Source: an optimization exercise on an open RTL-to-GDS flow (aim: small area and a short achievable clock period). Production flows keep margins and buffers that such runs may drop. Function was checked by simulation only, so behaviour that the tests miss may differ from the original. Power and IR drop assume default switching activity.

## job 4138
==> flow/design.v (excerpt) <==
module step_top
(
  input  logic                      clk,
  input  logic                      rst,
  input  logic [7:0]                address,
  input  logic [31:0]               writedata,
  input  logic                      write,
  input  logic                      read,
  output logic [31:0]               readdata,
  output logic [4-1:0] step,
  output logic [4-1:0] dir,
  output logic [4-1:0] enable
);
Size in the first run: about 3200 cells after synthesis, about 29000 um2 of cells after synthesis.
==> flow/config.mk <==
export PLATFORM = sky130hd
export DESIGN_NAME = step_top
export DESIGN_NICKNAME = step_top
export VERILOG_FILES = /design/flow/design.v
export SDC_FILE = /design/flow/constraint.sdc
export NUM_CORES = 4
export LEC_CHECK = 0
export ABC_AREA = 1
export CAP_MARGIN = 20
export CORE_MARGIN = 2
export CORE_UTILIZATION = 40
export CTS_CLUSTER_DIAMETER = 100
export CTS_CLUSTER_SIZE = 20
export SETUP_SLACK_MARGIN = 4.0
export SLEW_MARGIN = 20
export SYNTH_HIERARCHICAL = 1
export TNS_END_PERCENT = 5
==> flow/constraint.sdc <==
create_clock -name core_clock -period 7.0 [get_ports {clk}]
set_input_delay 1.4000 -clock core_clock [delete_from_list [all_inputs] [get_ports {clk}]]
set_output_delay 1.4000 -clock core_clock [all_outputs]
set_load 0.01 [all_outputs]
standard.sh (not shown) runs the stock make flow with config.mk's settings and CLKGATE_MAP_FILE= SYNTH_SCRIPT=/design/flow/synth_recipe.tcl, a recipe that flattens the netlist after the stock synthesis.
==> flow/flow/run.sh <==
#!/bin/bash
# The standard layout with two changes:
# - synthesis is the standard flow's own script with one substitution (flow/mix_synth.tcl):
#   the small register and read-back modules are mapped with ORFS's ABC speed
#   script, the rest with its area script; flip-flops are mapped before that
#   step, so the registers are the standard synthesis's;
# - plain buffers (not delay cells) on the ports, so that repair can size them;
#   every port still gets its buffer as in the standard flow.
set -euo pipefail
cd "$(dirname "$0")/.."
W=$(pwd)
bash standard.sh "SYNTH_SCRIPT=$W/flow/mix_synth.tcl" \
  "BUFFER_PORTS_ARGS=-buffer_cell sky130_fd_sc_hd__buf_2" finish > make_finish.log 2>&1
==> flow/flow/mix_synth.tcl <==
# synth_recipe.tcl (the standard synthesis script) with one change: the
# final technology mapping maps the small register and read-back modules
# (step_hold32, step_readback) with ORFS's speed script and every other
# module with ORFS's area script. Flip-flops are mapped before this step, so
# the registers are exactly the standard synthesis's.
proc synth {args} { yosys synth -nofsm -noshare {*}$args }
proc abc {args} {
  set i [lsearch -exact $args -script]
  if {$i < 0} { yosys abc {*}$args; return }
  set fast $args
  set small $args
  lset fast [expr {$i + 1}] $::env(SCRIPTS_DIR)/abc_speed.script
  lset small [expr {$i + 1}] $::env(SCRIPTS_DIR)/abc_area.script
  yosys abc {*}$fast step_hold32 step_readback
  yosys abc {*}$small step_axis step_csr step_top
}
source $::env(SCRIPTS_DIR)/synth.tcl
# left out here: clear keep_hierarchy, flatten, clean up, hide names made inside functions, write 1_2_yosys.v
[inputs] job 1831 vs job 4138
- swapping 5 for 0 in TNS_END_PERCENT
- swapping 40 for 36 in CORE_UTILIZATION
-- flow/flow/run.sh --
<<< job 4138, line 4
#   the small register and read-back modules are mapped with ORFS's ABC speed
>>> job 1831, line 4
#   the small register, read-back and bus-decode modules are mapped with ORFS's ABC speed
-- flow/flow/mix_synth.tcl --
<<< job 4138, line 2
# final technology mapping maps the small register and read-back modules
# (step_hold32, step_readback) with ORFS's speed script and every other
>>> job 1831, line 2
# final technology mapping maps the small register, read-back and decode modules
# (step_hold32, step_readback, step_csr) with ORFS's speed script and every other
<<< job 4138, line 14
  yosys abc {*}$fast step_hold32 step_readback
  yosys abc {*}$small step_axis step_csr step_top
>>> job 1831, line 14
  yosys abc {*}$fast step_hold32 step_readback step_csr
  yosys abc {*}$small step_axis step_top
Of job 4138 and job 1831, the run reporting the lower combinational share of power was job 4138. On total die area, job 1831 does worse than job 4138. Of job 4138 and job 1831, the higher setup fix buffers added after clock tree synthesis belongs to job 4138. Number of synthesized register bits delta (job 4138 -> job 1831): insignificant. The first-pass GRT wire length of job 1831 exceeds that of job 4138 by 4.6%.
Here is what was changed in the inputs of job 4948 compared with job 1831.
- a change of CORE_UTILIZATION from 36 to 40
- a change of TNS_END_PERCENT from 0 to 5
--- outcome ---
Lower count of plain and timing-repair buffers goes to job 1831 over job 4948. Job 1831 vs job 4948, startpoint of the most critical setup path: address[6] vs address[2]. Setup slack delta for job 4948 relative to job 1831: 0.10 ns lower. The higher final critical path time including I/O delays and setup came out of job 4948. Relative area change from synthesis to final layout: lower on job 4948.
## Diff of input files: job 1198 against job 4948
- TNS_END_PERCENT: 5 -> 0
- CORE_UTILIZATION: 40 -> 33
## What came out
- Job 1198: internal power is about 0.5% higher than what job 4948 reported.
- Going from job 4948 to job 1198, total wirelength of the detailed-routed design grew by a few percent.
- Setup slack, job 1198 and job 4948: larger value in job 1198
- Job 1198 vs job 4948, end point of the critical path: u_rd.q[3] vs u_rd.q[5]
- Compare job 1198 and job 4948 | via count lower: job 4948
## Diff of input files: job 8890 against job 1198
- changing CORE_UTILIZATION from 33 to 40
-- flow/flow/run.sh --
<<< job 1198, line 4
#   the small register, read-back and bus-decode modules are mapped with ORFS's ABC speed
>>> job 8890, line 4
#   the small register and read-back modules are mapped with ORFS's ABC speed
-- flow/flow/mix_synth.tcl --
<<< job 1198, line 2
# final technology mapping maps the small register, read-back and decode modules
# (step_hold32, step_readback, step_csr) with ORFS's speed script and every other
>>> job 8890, line 2
# final technology mapping maps the small register and read-back modules
# (step_hold32, step_readback) with ORFS's speed script and every other
<<< job 1198, line 14
  yosys abc {*}$fast step_hold32 step_readback step_csr
  yosys abc {*}$small step_axis step_top
>>> job 8890, line 14
  yosys abc {*}$fast step_hold32 step_readback
  yosys abc {*}$small step_axis step_csr step_top
--- outcome ---
- Delta (job 8890 minus job 1198): number of cell rows went down by 10, number of global-route vias before repair moved down, smallest setup slack after layout shows a reduction of 0.055 ns, combined buffer and inverter count along the critical path went up, clock skew decreased by 0.0090 ns relative to the old numbers.
- Of the two values seen for critical path startpoint, rst was produced by job 8890 and address[2] by job 1198.
- Job 8890 vs. job 1198: non-clock buffer count went up; power share of the combinational group lower; leakage power total went up by about 1.5%.
The inputs of job 9419 differ from those of job 8890 as listed below.
- TNS_END_PERCENT: 0 -> 10
-- flow/flow/run.sh --
<<< job 8890, line 4
#   the small register and read-back modules are mapped with ORFS's ABC speed
>>> job 9419, line 4
#   the small register, read-back and bus-decode modules are mapped with ORFS's ABC speed
-- flow/flow/mix_synth.tcl --
<<< job 8890, line 2
# final technology mapping maps the small register and read-back modules
# (step_hold32, step_readback) with ORFS's speed script and every other
>>> job 9419, line 2
# final technology mapping maps the small register, read-back and decode modules
# (step_hold32, step_readback, step_csr) with ORFS's speed script and every other
<<< job 8890, line 14
  yosys abc {*}$fast step_hold32 step_readback
  yosys abc {*}$small step_axis step_csr step_top
>>> job 9419, line 14
  yosys abc {*}$fast step_hold32 step_readback step_csr
  yosys abc {*}$small step_axis step_top
Notes after the runs:
When job 9419 is set beside job 8890, its detailed-route wire length per cell turns out to be about 7% larger.
Job 9419 vs. job 8890: critical path depth lower; layout buffer count excluding clock buffers shows an increase of 4.2%; fraction of the cycle the final worst path needs now sits lower.

The RTL this note starts from:
==> flow/design.v <==
package step_pkg;
  localparam int STEP_AXES = 4;
endpackage
import step_pkg::*;
module step_axis
(
  input  logic        clk,
  input  logic        rst,
  input  logic [31:0] wd,        
  input  logic        wd_zero,   
  input  logic        wd_hi,     
  input  logic        we_per,
  input  logic        we_pul,
  input  logic        we_dir,
  input  logic        stop,
  input  logic        start,
  input  logic        start_n,
  output logic [1:0]  state,
  output logic [31:0] count,
  output logic [31:0] period,
  output logic [31:0] pulses,
  output logic        cfg_dir,
  output logic        step,
  output logic        dir,
  output logic        enable
);
  function automatic logic [31:0] inc32(input logic [31:0] a);
    logic [7:0] ga;
    logic [7:0] ci;
    for (int j = 0; j < 8; j++)
      ga[j] = &a[4*j +: 4];
    ci[0] = 1'b1;
    for (int j = 1; j < 8; j++)
      ci[j] = ci[j-1] & ga[j-1];
    for (int j = 0; j < 8; j++)
    begin
      inc32[4*j]   = a[4*j]   ^ ci[j];
      inc32[4*j+1] = a[4*j+1] ^ (ci[j] & a[4*j]);
      inc32[4*j+2] = a[4*j+2] ^ (ci[j] & a[4*j] & a[4*j+1]);
      inc32[4*j+3] = a[4*j+3] ^ (ci[j] & a[4*j] & a[4*j+1] & a[4*j+2]);
    end
  endfunction
  function automatic logic ge32(input logic [31:0] a, input logic [31:0] b);
    logic [7:0] gt;
    logic [7:0] eq;
    logic       r;
    for (int j = 0; j < 8; j++)
    begin
      gt[j] = (a[4*j +: 4] > b[4*j +: 4]);
      eq[j] = (a[4*j +: 4] == b[4*j +: 4]);
    end
    r = 1'b1;
    for (int j = 0; j < 8; j++)
      r = gt[j] | (eq[j] & r);
    ge32 = r;
  endfunction
  logic        s_free;    
  logic        s_cnt;     
  logic [31:0] timer;
  logic        per_hi;    
  logic        pul_zero;  
  logic        last;      
  logic        step_q;
  logic        idle;
  logic        entry;
  logic        go_free;
  logic        go_cnt;
  logic [31:0] period_d;
  logic [31:0] pulses_d;
  logic        per_hi_d;
  logic [31:0] t_inc;
  logic [31:0] c_inc;
  logic        t_run;     
  logic        t_eq;
  assign idle  = ~(s_free | s_cnt);
  assign entry = idle & (start | start_n);
  assign go_free = (idle & start) | (s_free & ~stop);
  assign go_cnt  = (idle & ~start & start_n) |
                   (s_cnt & ~stop & ~pul_zero & ~(step_q & last));
  assign enable = go_free | go_cnt;
  assign step   = step_q;
  logic per_w, per_k, pul_w, pul_k;
  assign per_w = ~rst & we_per;
  assign per_k = ~rst & ~we_per;
  assign pul_w = ~rst & we_pul;
  assign pul_k = ~rst & ~we_pul;
  assign period_d = ({32{per_w}} & wd) | ({32{per_k}} & period);
  assign pulses_d = ({32{pul_w}} & wd) | ({32{pul_k}} & pulses);
  assign per_hi_d = (per_w & wd_hi) | (per_k & per_hi);
  assign t_inc = inc32(timer);
  assign c_inc = inc32(count);
  assign t_run = ~rst & ~step_q & ((s_free & ~stop) | (s_cnt & ~stop & ~pul_zero));
  assign t_eq = (t_inc[31:2] == period_d[31:2]) &
                (t_inc[1] == (period_d[1] | ~per_hi_d)) &
                (t_inc[0] == (period_d[0] & per_hi_d));
  logic cnt_s, cnt_k;
  assign cnt_s = ~(rst | entry) & step_q;
  assign cnt_k = ~(rst | entry) & ~step_q;
  always_ff @(posedge clk)
  begin
    period   <= period_d;
    pulses   <= pulses_d;
    per_hi   <= per_hi_d;
    pul_zero <= rst | (we_pul ? wd_zero : pul_zero);
    cfg_dir  <= ~rst & (we_dir ? wd[0] : cfg_dir);
    s_free   <= ~rst & go_free;
    s_cnt    <= ~rst & go_cnt;
    step_q   <= t_run & t_eq;
    last     <= ge32(c_inc, pulses_d);
    if (idle)
      timer <= 32'd0;
    else if (step_q)
      timer <= 32'd1;
    else
      timer <= t_inc;
    count    <= ({32{cnt_s}} & c_inc) | ({32{cnt_k}} & count);
    if (rst)
      dir <= 1'b0;
    else if (entry)
      dir <= cfg_dir;
  end
  assign state = {s_cnt, s_free};
endmodule
import step_pkg::*;
module step_top
(
  input  logic                      clk,
  input  logic                      rst,
  input  logic [7:0]                address,
  input  logic [31:0]               writedata,
  input  logic                      write,
  input  logic                      read,
  output logic [31:0]               readdata,
  output logic [4-1:0] step,
  output logic [4-1:0] dir,
  output logic [4-1:0] enable
);
  logic [3:0] page;
  logic [3:0] off;
  logic       axis_ok;
  logic       off_ok;
  logic       wd_zero;
  logic       wd_hi;
  logic       wr_err;
  logic [2:0] cmd_q;    
  logic [1:0] cmd_ax;
  logic [3:0][1:0]  st;
  logic [3:0][31:0] cnt;
  logic [3:0][31:0] per;
  logic [3:0][31:0] pul;
  logic [3:0]       cdir;
  assign page    = address[7:4];
  assign off     = address[3:0];
  assign axis_ok = (page[3:2] == 2'b00);
  assign off_ok  = (off == 4'd0) || (off == 4'd5) ||
                   (off == 4'd6) || (off == 4'd7);
  assign wd_hi   = |writedata[31:1];
  assign wd_zero = ~wd_hi & ~writedata[0];
  always_ff @(posedge clk)
  begin
    wr_err <= ~rst & (wr_err | (write & ~(axis_ok & off_ok)));
    cmd_q  <= (~rst & write & axis_ok & (off == 4'd0)) ?
              {writedata[1], writedata[2], writedata[0]} : 3'b000;
    cmd_ax <= page[1:0];
  end
  for (genvar i = 0; i < 4; i++)
  begin : g_axis
    logic sel;
    logic wsel;
    assign sel  = (cmd_ax == 2'(i));
    assign wsel = write & (page == 4'(i));
    step_axis u_axis
    (
      .clk     (clk),
      .rst     (rst),
      .wd      (writedata),
      .wd_zero (wd_zero),
      .wd_hi   (wd_hi),
      .we_per  (wsel & (off == 4'd5)),
      .we_pul  (wsel & (off == 4'd6)),
      .we_dir  (wsel & (off == 4'd7)),
      .stop    (cmd_q[0] & sel),
      .start   (cmd_q[2] & sel),
      .start_n (cmd_q[1] & sel),
      .state   (st[i]),
      .count   (cnt[i]),
      .period  (per[i]),
      .pulses  (pul[i]),
      .cfg_dir (cdir[i]),
      .step    (step[i]),
      .dir     (dir[i]),
      .enable  (enable[i])
    );
  end
  logic        rd_go;
  logic        rd_hold;
  logic        sel_err;
  logic [3:0]  sel_st, sel_cnt, sel_per, sel_pul, sel_dir;
  logic [31:0] rd_d;
  assign rd_go   = ~rst & read & ~write;
  assign rd_hold = ~rst & ~(read & ~write);
  assign sel_err = rd_go & (page == 4'd15) & (off == 4'd0);
  always_comb
  begin
    rd_d = ({32{rd_hold}} & readdata) | {31'd0, sel_err & wr_err};
    for (int i = 0; i < 4; i++)
    begin
      sel_st[i]  = rd_go & (page == 4'(i)) & (off == 4'd2);
      sel_cnt[i] = rd_go & (page == 4'(i)) & (off == 4'd4);
      sel_per[i] = rd_go & (page == 4'(i)) & (off == 4'd5);
      sel_pul[i] = rd_go & (page == 4'(i)) & (off == 4'd6);
      sel_dir[i] = rd_go & (page == 4'(i)) & (off == 4'd7);
      rd_d = rd_d | ({32{sel_cnt[i]}} & cnt[i]) | ({32{sel_per[i]}} & per[i]) |
                    ({32{sel_pul[i]}} & pul[i]) | {30'd0, {2{sel_st[i]}} & st[i]} |
                    {31'd0, sel_dir[i] & cdir[i]};
    end
  end
  always_ff @(posedge clk)
    readdata <= rd_d;
endmodule
make LEC_CHECK=0 CAP_MARGIN=20 CORE_MARGIN=2 CORE_UTILIZATION=40 SETUP_SLACK_MARGIN=3.5 SLEW_MARGIN=20 finish   # period 7.0 ns
run.sh (not shown) runs the stock make flow with config.mk's settings and CLKGATE_MAP_FILE= SYNTH_SCRIPT=/design/flow/synth_recipe.tcl, a recipe that flattens the netlist after the stock synthesis.
Stock flow here: none of the scripts above is used.
Rerun with:
Settings changed: SETUP_SLACK_MARGIN 3.5 to 4.0.
Effect:
- die area stays the same
- maximum frequency went up slightly
- clock power hardly moves
- total power went up slightly
Rerun with:
Settings changed: ABC_AREA set to 1, SETUP_SLACK_MARGIN 4.0 to 3.5.
The new run completed without violations. Sequential power hardly moves. Setup slack is better by 330 ps. Clock skew is lower by 6.7 ps. Cell count is higher by 21%. Routed wire length is lower by 2.2%. Cell area is lower by 4.4%. Global-route usage is lower by 2.3 points.
Rerun with:
==> flow/flow/run.sh (new file) <==
#!/bin/bash
# The standard layout, with plain buffers (not delay cells) on the ports so that
# repair can size them; every port still gets its buffer as in the standard flow.
set -euo pipefail
cd "$(dirname "$0")/.."
bash standard.sh "BUFFER_PORTS_ARGS=-buffer_cell sky130_fd_sc_hd__buf_2" finish > make_finish.log 2>&1
==> flow/standard.sh (new file) <==
#!/bin/bash
# synth_recipe.tcl (not shown) runs the flow's synth.tcl, then flattens the netlist and writes it again
# the make line also repeats each setting of config.mk as NAME=value (left out here)
make -C /OpenROAD-flow-scripts/flow DESIGN_CONFIG=/design/flow/config.mk WORK_HOME=/design/flow/orfs CLKGATE_MAP_FILE= SYNTH_SCRIPT=/design/flow/synth_recipe.tcl "${@:-finish}"
Settings changed: CTS_CLUSTER_DIAMETER set to 100, CTS_CLUSTER_SIZE set to 20, SETUP_SLACK_MARGIN 3.5 to 4.0, TNS_END_PERCENT set to 0.
removed: flow/run.sh
Outcome:
- worst hold slack stays flat
- synthesized area is unchanged
- total power came out lower by about 20%

-- separate check: timing with driven ports --
In the flow no input, the clock included, has a driving cell. The finished layouts below were timed again as built, in two steps.
Step 1 (the two cells are an assumption about what drives the block):
set clk [get_ports {clk}]
set_driving_cell -lib_cell sky130_fd_sc_hd__clkbuf_16 $clk
set_driving_cell -lib_cell sky130_fd_sc_hd__buf_2 [delete_from_list [all_inputs] $clk]
Step 2 times the ports against the registers' clock, not the clock port: input delays grow and output delays shrink by t, the midpoint of the rising clock arrivals with the driver on.
Three values: ideal ports, drivers, drivers and shift; two values: the first two.
run	shift t [ns]	setup slack, ns	slew at the worst register clock pin (ns)
job 4138	0.642	3.638 / 3.664 / 3.022	0.09 / 0.09
job 1831	0.649	3.692 / 3.710 / 3.061	0.10 / 0.10
job 4948	0.651	3.590 / 3.632 / 2.981	0.09 / 0.09
job 1198	0.659	3.648 / 3.636 / 3.032	0.09 / 0.09
job 8890	0.647	3.593 / 3.634 / 2.988	0.09 / 0.09
job 9419	0.645	3.615 / 3.647 / 3.002	0.10 / 0.10
the first run of note 2	0.679	3.109 / 3.138 / 2.459	0.07 / 0.07
the second run of note 2	0.679	3.163 / 3.185 / 2.506	0.06 / 0.06
the third run of note 2	0.673	3.496 / 3.434 / 2.864	0.06 / 0.06
the fourth run of note 2	0.659	3.556 / 3.515 / 2.856	0.10 / 0.10
After both steps setup and hold are still met in every run listed. The setup slack of the fourth run of note 2, which loses most, moves by -0.041 ns with the drivers and by -0.700 ns with both steps.
